Background: an optimization exercise with open tools, aiming at small area, a short achievable clock period and few clock cycles. Do not read the settings as production practice.
Only simulation tests tie the RTL to the original design; equivalence was not proved.
Power figures rest on the tool's default switching activity, not on a simulated workload.

[flow/design.v]
module processing_element (
  input  logic        clk,
  input  logic        arst_n,
  input  logic        clr,
  input  logic [7:0]  a_in,
  input  logic [7:0]  b_in,
  input  logic        a_vld_in,
  input  logic        b_vld_in,
  output logic [7:0]  a_out,
  output logic [7:0]  b_out,
  output logic        a_vld_out,
  output logic        b_vld_out,
  output logic [23:0] acc
);
  logic [15:0] prod;
  assign prod = a_in * b_in;
  always_ff @(posedge clk or negedge arst_n) begin
    if (!arst_n) begin
      acc       <= '0;
      a_vld_out <= 1'b0;
      b_vld_out <= 1'b0;
    end else begin
      a_vld_out <= a_vld_in;
      b_vld_out <= b_vld_in;
      if (clr) begin
        acc <= '0;
      end else if (a_vld_in && b_vld_in) begin
        acc <= acc + {8'd0, prod};
      end
    end
  end
  always_ff @(posedge clk) begin
    a_out <= a_in;
    b_out <= b_in;
  end
endmodule
module systolic_array #(
  parameter int ARRAY_N = 4
) (
  input  logic                           clk,
  input  logic                           arst_n,
  input  logic [ARRAY_N*8-1:0]           a_row,
  input  logic [ARRAY_N-1:0]             a_vld,
  input  logic [ARRAY_N*8-1:0]           b_col,
  input  logic [ARRAY_N-1:0]             b_vld,
  input  logic                           acc_clr,
  output logic [ARRAY_N*ARRAY_N*24-1:0]  c_mat
);
  logic [7:0] a_fwd  [ARRAY_N*ARRAY_N];
  logic [7:0] b_fwd  [ARRAY_N*ARRAY_N];
  logic       a_vfwd [ARRAY_N*ARRAY_N];
  logic       b_vfwd [ARRAY_N*ARRAY_N];
  for (genvar i = 0; i < ARRAY_N; i++) begin : g_row
    for (genvar j = 0; j < ARRAY_N; j++) begin : g_col
      logic [7:0] a_src;
      logic [7:0] b_src;
      logic       a_vsrc;
      logic       b_vsrc;
      if (j == 0) begin : g_a_edge
        assign a_src  = a_row[i*8 +: 8];
        assign a_vsrc = a_vld[i];
      end else begin : g_a_inner
        assign a_src  = a_fwd[i*ARRAY_N+j-1];
        assign a_vsrc = a_vfwd[i*ARRAY_N+j-1];
      end
      if (i == 0) begin : g_b_edge
        assign b_src  = b_col[j*8 +: 8];
        assign b_vsrc = b_vld[j];
      end else begin : g_b_inner
        assign b_src  = b_fwd[(i-1)*ARRAY_N+j];
        assign b_vsrc = b_vfwd[(i-1)*ARRAY_N+j];
      end
      processing_element u_pe (
        .clk       (clk),
        .arst_n    (arst_n),
        .clr       (acc_clr),
        .a_in      (a_src),
        .b_in      (b_src),
        .a_vld_in  (a_vsrc),
        .b_vld_in  (b_vsrc),
        .a_out     (a_fwd[i*ARRAY_N+j]),
        .b_out     (b_fwd[i*ARRAY_N+j]),
        .a_vld_out (a_vfwd[i*ARRAY_N+j]),
        .b_vld_out (b_vfwd[i*ARRAY_N+j]),
        .acc       (c_mat[(i*ARRAY_N+j)*24 +: 24])
      );
    end
  end
endmodule
module apb_target (
  input  logic        clk,
  input  logic        arst_n,
  input  logic        psel,
  input  logic        penable,
  input  logic        pwrite,
  input  logic [11:0] paddr,
  input  logic [31:0] pwdata,
  output logic [31:0] prdata,
  output logic        pready,
  output logic        pslverr,
  output logic        rb_wr,
  output logic        rb_rd,
  output logic [11:0] rb_addr,
  output logic [31:0] rb_wdata,
  input  logic [31:0] rb_rdata,
  input  logic        rb_err
);
  localparam logic ST_IDLE = 1'b0;
  localparam logic ST_RESP = 1'b1;
  logic state;
  logic xfer;
  assign xfer = psel && penable && (state == ST_IDLE);
  always_ff @(posedge clk or negedge arst_n) begin
    if (!arst_n) begin
      state <= ST_IDLE;
    end else if (state == ST_IDLE) begin
      state <= xfer ? ST_RESP : ST_IDLE;
    end else begin
      state <= ST_IDLE;
    end
  end
  assign rb_wr    = xfer && pwrite;
  assign rb_rd    = xfer && !pwrite;
  assign rb_addr  = paddr;
  assign rb_wdata = pwdata;
  assign pready  = (state == ST_RESP);
  assign prdata  = pready ? rb_rdata : '0;
  assign pslverr = pready && rb_err;
endmodule
module config_unit
#(
  parameter int ARRAY_N = 4,
  parameter int IDX_W   = $clog2(ARRAY_N * ARRAY_N)
) (
  input  logic             clk,
  input  logic             arst_n,
  output logic             interrupt,
  input  logic             rb_wr,
  input  logic             rb_rd,
  input  logic [11:0]      rb_addr,
  input  logic [31:0]      rb_wdata,
  output logic [31:0]      rb_rdata,
  output logic             rb_err,
  output logic             buf_wr,
  output logic             buf_sel,
  output logic [IDX_W-1:0] buf_idx,
  output logic [7:0]       buf_wdata,
  output logic [IDX_W-1:0] rd_idx,
  input  logic [23:0]      c_rdata,
  output logic             start,
  input  logic             busy,
  input  logic             done_pulse
);
  localparam int PADDR_W  = 12;
  localparam int REGION_W = 8;
  localparam int RSEL_W   = PADDR_W - REGION_W;
  localparam logic [PADDR_W-1:0] CTRL_ADDR   = 12'h000;
  localparam logic [PADDR_W-1:0] STATUS_ADDR = 12'h004;
  localparam logic [PADDR_W-1:0] A_BASE      = 12'h100;
  localparam logic [PADDR_W-1:0] B_BASE      = 12'h200;
  localparam logic [PADDR_W-1:0] C_BASE      = 12'h300;
  localparam int CTRL_START_BIT  = 0;
  localparam int CTRL_IRQ_EN_BIT = 1;
  localparam int STAT_BUSY_BIT   = 0;
  localparam int STAT_DONE_BIT   = 1;
  logic [RSEL_W-1:0]   rsel;
  logic [REGION_W-3:0] woff;
  logic        in_buf;
  logic        hit_ctrl;
  logic        hit_status;
  logic        hit_a;
  logic        hit_b;
  logic        hit_c;
  logic        hit_any;
  logic        ro_bits;
  logic        wr_err;
  logic        rd_err;
  logic        irq_en;
  logic        done;
  logic [31:0] rdata_nxt;
  assign rsel = rb_addr[PADDR_W-1:REGION_W];
  assign woff = rb_addr[REGION_W-1:2];
  assign in_buf = (rb_addr[1:0] == 2'b00) && (woff < (REGION_W-2)'(ARRAY_N * ARRAY_N));
  assign hit_ctrl   = (rb_addr == CTRL_ADDR);
  assign hit_status = (rb_addr == STATUS_ADDR);
  assign hit_a      = in_buf && (rsel == A_BASE[PADDR_W-1:REGION_W]);
  assign hit_b      = in_buf && (rsel == B_BASE[PADDR_W-1:REGION_W]);
  assign hit_c      = in_buf && (rsel == C_BASE[PADDR_W-1:REGION_W]);
  assign hit_any    = hit_ctrl || hit_status || hit_a || hit_b || hit_c;
  assign ro_bits = |(rb_wdata & ~(32'd1 << STAT_DONE_BIT));
  assign wr_err = !hit_any || hit_c || (hit_status && ro_bits) ||
                  ((hit_a || hit_b) && busy);
  assign rd_err = !hit_any;
  assign buf_wr    = rb_wr && (hit_a || hit_b) && !busy;
  assign buf_sel   = hit_b;
  assign buf_idx   = woff[IDX_W-1:0];
  assign buf_wdata = rb_wdata[7:0];
  assign rd_idx    = woff[IDX_W-1:0];
  assign start     = rb_wr && hit_ctrl && rb_wdata[CTRL_START_BIT] && !busy;
  always_comb begin
    rdata_nxt = '0;
    if (hit_ctrl) begin
      rdata_nxt[CTRL_IRQ_EN_BIT] = irq_en;
    end else if (hit_status) begin
      rdata_nxt[STAT_BUSY_BIT] = busy;
      rdata_nxt[STAT_DONE_BIT] = done;
    end else if (hit_c) begin
      rdata_nxt = {8'd0, c_rdata};
    end
  end
  always_ff @(posedge clk or negedge arst_n) begin
    if (!arst_n) begin
      irq_en   <= 1'b0;
      done     <= 1'b0;
      rb_rdata <= '0;
      rb_err   <= 1'b0;
    end else begin
      rb_rdata <= rb_rd ? rdata_nxt : '0;
      rb_err   <= (rb_wr && wr_err) || (rb_rd && rd_err);
      if (rb_wr && hit_ctrl) begin
        irq_en <= rb_wdata[CTRL_IRQ_EN_BIT];
      end
      if (done_pulse) begin
        done <= 1'b1;
      end else if (rb_wr && hit_status && !ro_bits && rb_wdata[STAT_DONE_BIT]) begin
        done <= 1'b0;
      end
    end
  end
  assign interrupt = done && irq_en;
endmodule
module data_feed_unit
#(
  parameter int ARRAY_N = 4,
  parameter int IDX_W   = $clog2(ARRAY_N * ARRAY_N)
) (
  input  logic                          clk,
  input  logic                          arst_n,
  input  logic                          buf_wr,
  input  logic                          buf_sel,
  input  logic [IDX_W-1:0]              buf_idx,
  input  logic [7:0]                    buf_wdata,
  input  logic [IDX_W-1:0]              rd_idx,
  output logic [23:0]                   c_rdata,
  input  logic                          start,
  output logic                          busy,
  output logic                          done_pulse,
  output logic [ARRAY_N*8-1:0]          a_row,
  output logic [ARRAY_N-1:0]            a_vld,
  output logic [ARRAY_N*8-1:0]          b_col,
  output logic [ARRAY_N-1:0]            b_vld,
  output logic                          acc_clr,
  input  logic [ARRAY_N*ARRAY_N*24-1:0] c_mat
);
  localparam logic [1:0] IDLE    = 2'd0;
  localparam logic [1:0] FEED    = 2'd1;
  localparam logic [1:0] CAPTURE = 2'd2;
  localparam int CELLS    = ARRAY_N * ARRAY_N;
  localparam int FEED_LEN = 3 * ARRAY_N - 2;
  localparam int STEP_W   = $clog2(FEED_LEN);
  localparam int KW       = $clog2(ARRAY_N);
  logic [7:0]  a_buf [CELLS];
  logic [7:0]  b_buf [CELLS];
  logic [23:0] c_buf [CELLS];
  logic [1:0]        state;
  logic [STEP_W-1:0] step;
  always_ff @(posedge clk or negedge arst_n) begin
    if (!arst_n) begin
      for (int n = 0; n < CELLS; n++) begin
        a_buf[n] <= '0;
        b_buf[n] <= '0;
        c_buf[n] <= '0;
      end
    end else begin
      if (buf_wr && !buf_sel) begin
        a_buf[buf_idx] <= buf_wdata;
      end
      if (buf_wr && buf_sel) begin
        b_buf[buf_idx] <= buf_wdata;
      end
      if (state == CAPTURE) begin
        for (int n = 0; n < CELLS; n++) begin
          c_buf[n] <= c_mat[n*24 +: 24];
        end
      end
    end
  end
  always_ff @(posedge clk or negedge arst_n) begin
    if (!arst_n) begin
      state <= IDLE;
      step  <= '0;
    end else begin
      case (state)
        IDLE: begin
          if (start) begin
            state <= FEED;
            step  <= '0;
          end
        end
        FEED: begin
          if (step == STEP_W'(FEED_LEN - 1)) begin
            state <= CAPTURE;
          end else begin
            step <= step + 1'b1;
          end
        end
        default: begin
          state <= IDLE;
        end
      endcase
    end
  end
  for (genvar i = 0; i < ARRAY_N; i++) begin : g_feed
    logic [STEP_W:0] k;
    logic            v;
    assign k = {1'b0, step} - (STEP_W+1)'(i);
    assign v = (state == FEED) && (step >= STEP_W'(i)) && (k < (STEP_W+1)'(ARRAY_N));
    assign a_vld[i]       = v;
    assign a_row[i*8 +: 8] = v ? a_buf[i * ARRAY_N + int'(k[KW-1:0])] : 8'd0;
    assign b_vld[i]       = v;
    assign b_col[i*8 +: 8] = v ? b_buf[int'(k[KW-1:0]) * ARRAY_N + i] : 8'd0;
  end
  assign acc_clr    = start && (state == IDLE);
  assign busy       = (state != IDLE);
  assign done_pulse = (state == CAPTURE);
  assign c_rdata    = c_buf[rd_idx];
endmodule
module accel_top #(
  parameter int ARRAY_N = 4
) (
  input  logic        clk,
  input  logic        arst_n,
  input  logic        psel,
  input  logic        penable,
  input  logic        pwrite,
  input  logic [11:0] paddr,
  input  logic [31:0] pwdata,
  output logic [31:0] prdata,
  output logic        pready,
  output logic        pslverr,
  output logic        interrupt,
  output logic        busy
);
  localparam int IDX_W = $clog2(ARRAY_N * ARRAY_N);
  logic        rb_wr;
  logic        rb_rd;
  logic [11:0] rb_addr;
  logic [31:0] rb_wdata;
  logic [31:0] rb_rdata;
  logic        rb_err;
  logic             buf_wr;
  logic             buf_sel;
  logic [IDX_W-1:0] buf_idx;
  logic [7:0]       buf_wdata;
  logic [IDX_W-1:0] rd_idx;
  logic [23:0]      c_rdata;
  logic             start;
  logic             done_pulse;
  logic [ARRAY_N*8-1:0]         a_row;
  logic [ARRAY_N-1:0]           a_vld;
  logic [ARRAY_N*8-1:0]         b_col;
  logic [ARRAY_N-1:0]           b_vld;
  logic                         acc_clr;
  logic [ARRAY_N*ARRAY_N*24-1:0] c_mat;
  apb_target u_apb_target (
    .clk      (clk),
    .arst_n   (arst_n),
    .psel     (psel),
    .penable  (penable),
    .pwrite   (pwrite),
    .paddr    (paddr),
    .pwdata   (pwdata),
    .prdata   (prdata),
    .pready   (pready),
    .pslverr  (pslverr),
    .rb_wr    (rb_wr),
    .rb_rd    (rb_rd),
    .rb_addr  (rb_addr),
    .rb_wdata (rb_wdata),
    .rb_rdata (rb_rdata),
    .rb_err   (rb_err)
  );
  config_unit #(.ARRAY_N(ARRAY_N)) u_config_unit (
    .clk        (clk),
    .arst_n     (arst_n),
    .interrupt  (interrupt),
    .rb_wr      (rb_wr),
    .rb_rd      (rb_rd),
    .rb_addr    (rb_addr),
    .rb_wdata   (rb_wdata),
    .rb_rdata   (rb_rdata),
    .rb_err     (rb_err),
    .buf_wr     (buf_wr),
    .buf_sel    (buf_sel),
    .buf_idx    (buf_idx),
    .buf_wdata  (buf_wdata),
    .rd_idx     (rd_idx),
    .c_rdata    (c_rdata),
    .start      (start),
    .busy       (busy),
    .done_pulse (done_pulse)
  );
  data_feed_unit #(.ARRAY_N(ARRAY_N)) u_data_feed_unit (
    .clk        (clk),
    .arst_n     (arst_n),
    .buf_wr     (buf_wr),
    .buf_sel    (buf_sel),
    .buf_idx    (buf_idx),
    .buf_wdata  (buf_wdata),
    .rd_idx     (rd_idx),
    .c_rdata    (c_rdata),
    .start      (start),
    .busy       (busy),
    .done_pulse (done_pulse),
    .a_row      (a_row),
    .a_vld      (a_vld),
    .b_col      (b_col),
    .b_vld      (b_vld),
    .acc_clr    (acc_clr),
    .c_mat      (c_mat)
  );
  systolic_array #(.ARRAY_N(ARRAY_N)) u_systolic_array (
    .clk     (clk),
    .arst_n  (arst_n),
    .a_row   (a_row),
    .a_vld   (a_vld),
    .b_col   (b_col),
    .b_vld   (b_vld),
    .acc_clr (acc_clr),
    .c_mat   (c_mat)
  );
endmodule
[flow/run.sh]
#!/bin/bash
# synth_recipe.tcl (not shown) runs the flow's synth.tcl, then flattens the netlist and writes it again
# the make line also repeats each setting of config.mk as NAME=value (left out here)
make -C /OpenROAD-flow-scripts/flow DESIGN_CONFIG=/design/flow/config.mk WORK_HOME=/design/flow/orfs CLKGATE_MAP_FILE= SYNTH_SCRIPT=/design/flow/synth_recipe.tcl finish
[flow/config.mk]
export PLATFORM = sky130hd
export DESIGN_NAME = accel_top
export DESIGN_NICKNAME = accel_top
export VERILOG_FILES = /design/flow/design.v
export SDC_FILE = /design/flow/constraint.sdc
export NUM_CORES = 4
export LEC_CHECK = 0
export CAP_MARGIN = 20
export CORE_MARGIN = 2
export CORE_UTILIZATION = 40
export PLACE_DENSITY = 0.6
export SLEW_MARGIN = 20
[flow/constraint.sdc]
create_clock -name core_clock -period 10.0 [get_ports {clk}]
set_input_delay 2.0000 -clock core_clock [delete_from_list [all_inputs] [get_ports {clk}]]
set_output_delay 2.0000 -clock core_clock [all_outputs]
set_load 0.01 [all_outputs]
==> results.toml <==
[cells_and_area]
nets = 10600
final_cell_mix = "inv_1, nand2_1, dfrtp_1, fa_1, ha_1"
area_growth_pct = 10.2
layout.area.seq_sq_um = 30600
multi_input_area_sq_um = 53800
final_common_cell = "inv_1"
drive_gt1_share_pct = 9.28
final_util_pct = 44.2
n_fill_cell = 21600

[yosys]
yosysSeqAreaShare_pct = 33.7
ys_seq_elements = 1262
ys_warn_count = 12
synthCells = 9106
synth_edf_count = 0
synth_area_sq_um = 90900
async_flop_share_pct = 84.8
avgSynthCellArea_sq_um = 9.99
yosys.cell_types.count = 94
ys.flop_type = "dfrtp_1"

[floorplan]
core_area_sq_um = 227000
die_h_um = 481
initial_core_util_pct = 40.1
fp-row-count = 175
die_w_um = 481
die_area_sq_um = 231000
ioPinCount = 85

[clock_tree]
cts_setup_buffers = 0
cts_tree = "done"
postCtsResizedCells = 0
clk_pin_slew_ns = 0.06
ctsLongestPathBuffers = 3
h-tree-depth = 4
clockRootBuffer = "clkbuf_16"
clock_sinks = 1262
ctsHoldBuffers = 0
clock_latency_ns = 0.81
cts-buffers-inserted = 147

[timing]
relSlewSlack_pct = 25.0
setup_tns_ns = 0
finalCritPeriodShare_pct = 81.8
rsz0062_at_grt = "false"
finalHoldViolCount = 0
tightest_slew_ns = 1.12
period_needed_ns = 8.18
setup_viol = 0
maxSlewViolCount = 0
fmax_ghz = 0.122
clock_skew_ns = 0.0398

[worst_setup_path]
cp-start-kind = "flip-flop"
cp.arrival_ns = 8.90
cp_max_fo = 33
worstSetupPathType = "reg -> reg"
reg2reg_from = "u_data_feed_unit.step[1]"
crit_required_ns = 10.73
cp-end-kind = "flip-flop"
r2r_setup_slack_ns = 1.82
rr_worst_depth = 21
rr_endpoint = "u_systolic_array.g_row[1].g_col[0].u_pe.acc[21]"

[pwr]
leakage_nw = 47.3
pwr-share-comb_pct = 2.8
intPower_mw = 8.47
ir_worst_vdd_mv = 0.173
p_sw_mw = 2.62
seqPwrFrac_pct = 46.0
clkPwrFrac_pct = 51.2
p_sw_share_pct = 23.6
powerDensity_nw_per_um2 = 111

[global_routing]
grt_pass1_vias = 68200
grt_util_all_layers_pct = 26.1
grt_max_degree = 169
grt_pass1_wl_um = 450000
overflow = 0
antenna_found_initial = 31

[detailed_routing]
first_iter_violations = 6282
num_vias = 67200
ant_nets = 0
post_drt_wl_per_cell_um = 24.4
routed_wl_um = 299000
drc = 0
viasPerCell = 5.49
drt-pass1-iter-count = 7

[hold_path]
hold_path_end = "u_systolic_array.g_row[1].g_col[0].u_pe.b_vld_out"
holdCritStartpoint = "u_systolic_array.g_row[0].g_col[0].u_pe.a_vld_out"
hp-class = "reg -> reg"
holdPathStages = 0

[placed_design]
gp_congestion = 1.00
dpl.hpwl_um = 228000
io_buffers = 76

[status]
status = "finished clean"

[run]
max_cap_viol_count = 0
-- metrics by stage --
step / cell area [sq um] / worst slack, ns / cells / total power, mW / hold slack [ns]
after CTS: 100000 / 1.82 / 12200 / 11.2 / 0.406
after floorplan: 91000 / 3.40 / 9113 / 5.29 / 0.329
after global placement: 95000 / 2.07 / 12000 / 5.50 / 0.397
final: 100000 / 1.82 / 12300 / 11.1 / 0.403
after global routing: 100000 / 1.20 / 12200 / 11.4 / 0.411
after detailed placement: 95100 / 1.85 / 12000 / 5.50 / 0.390
-- power by group through the flow --
stage	clock network, mW	registers (mW)	logic, mW
CTS	5.76	5.10	0.306
finish	5.69	5.10	0.308
detailed placement	0	5.20	0.305
global route	5.98	5.10	0.327
floorplan	0	5.20	0.0957
global placement	0	5.20	0.304
-- Yosys cell counts (55+ instances only) --
library cell,count,area [sq um]
nand3_1,158,791
a21o_1,83,623
fa_1,800,16000
mux2_1,72,811
inv_1,1440,5410
mux2i_1,55,551
a21oi_1,327,1640
and2_1,541,3380
xnor2_1,145,1270
clkbuf_1,236,886
mux2_2,328,3690
dfrtp_1,1070,26800
dfxtp_1,192,3840
o21ai_0,423,2120
a22oi_1,155,1160
nor2_1,293,1100
ha_1,667,8350
a31oi_1,61,382
xor2_1,94,823
mux2_4,88,1320
nand2_1,1083,4070
-- worst max-delay path, stage by stage, from the launching register on --
cell      delay (ns)
dfrtp_1         0.47
inv_1           0.20
ha_1            0.88
xor2_1          0.17
a311oi_1        0.46
nand2_1         0.53
a21oi_1         0.78
and2_1          0.24
fa_1            0.45
fa_1            0.51
fa_1            0.49
inv_1           0.05
fa_1            0.47
inv_1           0.04
ha_1            0.33
o21a_1          0.22
o21a_1          0.20
a21boi_0        0.15
a311oi_1        0.59
o21ai_0         0.41
a31o_2          0.34
a21oi_1         0.11
-- state kept, by name (all words and copies together) (netlist names), 2 cells and up --
register,cells
u_systolic_array.g_row.g_col.u_pe.a_vld_out,8
u_systolic_array.g_row.g_col.u_pe.a_out,96
u_data_feed_unit.b_buf,128
u_systolic_array.g_row.g_col.u_pe.b_out,96
u_systolic_array.g_row.g_col.u_pe.acc,384
u_data_feed_unit.a_buf,128
u_data_feed_unit.state,2
u_systolic_array.g_row.g_col.u_pe.b_vld_out,4
u_data_feed_unit.step,4
u_config_unit.rb_rdata,24
u_data_feed_unit.c_buf,384
-- layer usage --
metal	track usage (%)	up-vias	wire [um]
li1	-	29800	-
met1	35.6	34500	128000
met2	40.3	2342	133000
met3	4.41	585	21100
met4	12.1	14	16300
met5	0	-	87
-- cells by family after synthesis --
group / share of synthesized area, %
adder cells (fa/ha/maj): 26.8
AO/OA/AOI/OAI: 10.2
AND/OR/NAND/NOR: 12.6
flip-flops: 33.7
other: 0.00412
XOR/XNOR: 2.30
multiplexers: 7.01
buffers and inverters: 7.38
-- worst max-delay path by stage --
stage                             startpoint                                         endpoint  cells past startpoint
floorplan           u_data_feed_unit.step[0]  u_systolic_array.g_row[2].g_col[0].u_pe.acc[19]                     24
global placement    u_data_feed_unit.step[1]  u_systolic_array.g_row[1].g_col[0].u_pe.acc[21]                     23
detailed placement  u_data_feed_unit.step[1]  u_systolic_array.g_row[1].g_col[0].u_pe.acc[21]                     22
CTS                 u_data_feed_unit.step[1]  u_systolic_array.g_row[1].g_col[0].u_pe.acc[21]                     22
global route        u_data_feed_unit.step[1]  u_systolic_array.g_row[1].g_col[0].u_pe.acc[21]                     22
finish              u_data_feed_unit.step[1]  u_systolic_array.g_row[1].g_col[0].u_pe.acc[21]                     21
-- final cells by class --
cell class / count / area share, %
Inverter: 1443 / 5.41
Clock inverter: 68 / 0.787
Sequential cell: 1262 / 30.6
Timing Repair Buffer: 160 / 1.48
Tap cell: 3009 / 3.76
Clock buffer: 203 / 4.27
Multi-Input combinational cell: 6093 / 53.7
Antenna cell: 15 / 0.0375
Testbench counts, summed over its fixed seeds: cycles 10,368.

==> static timing again, ports no longer ideal <==
Ports are ideal in the flow. The routed layout listed here was re-timed in OpenROAD.
Step 1 assumes that a clkbuf_16 drives the clock port and a buf_2 every other input.
Step 2, shift: input delay + t, output delay - t, t = (earliest + latest rising clock arrival at the registers) / 2. This alone moves slack from input paths to output paths.
Three values: no drivers, after step 1, after step 2; two values: the first two.
shift t [ns]: 0.881
setup WS [ns]: 1.825 / 1.825 / 1.825
cell pins on the clock port's net: 1
After both steps this run still meets setup and hold. The setup slack of this run moves by 0.000 ns with the drivers and by 0.000 ns with both steps.
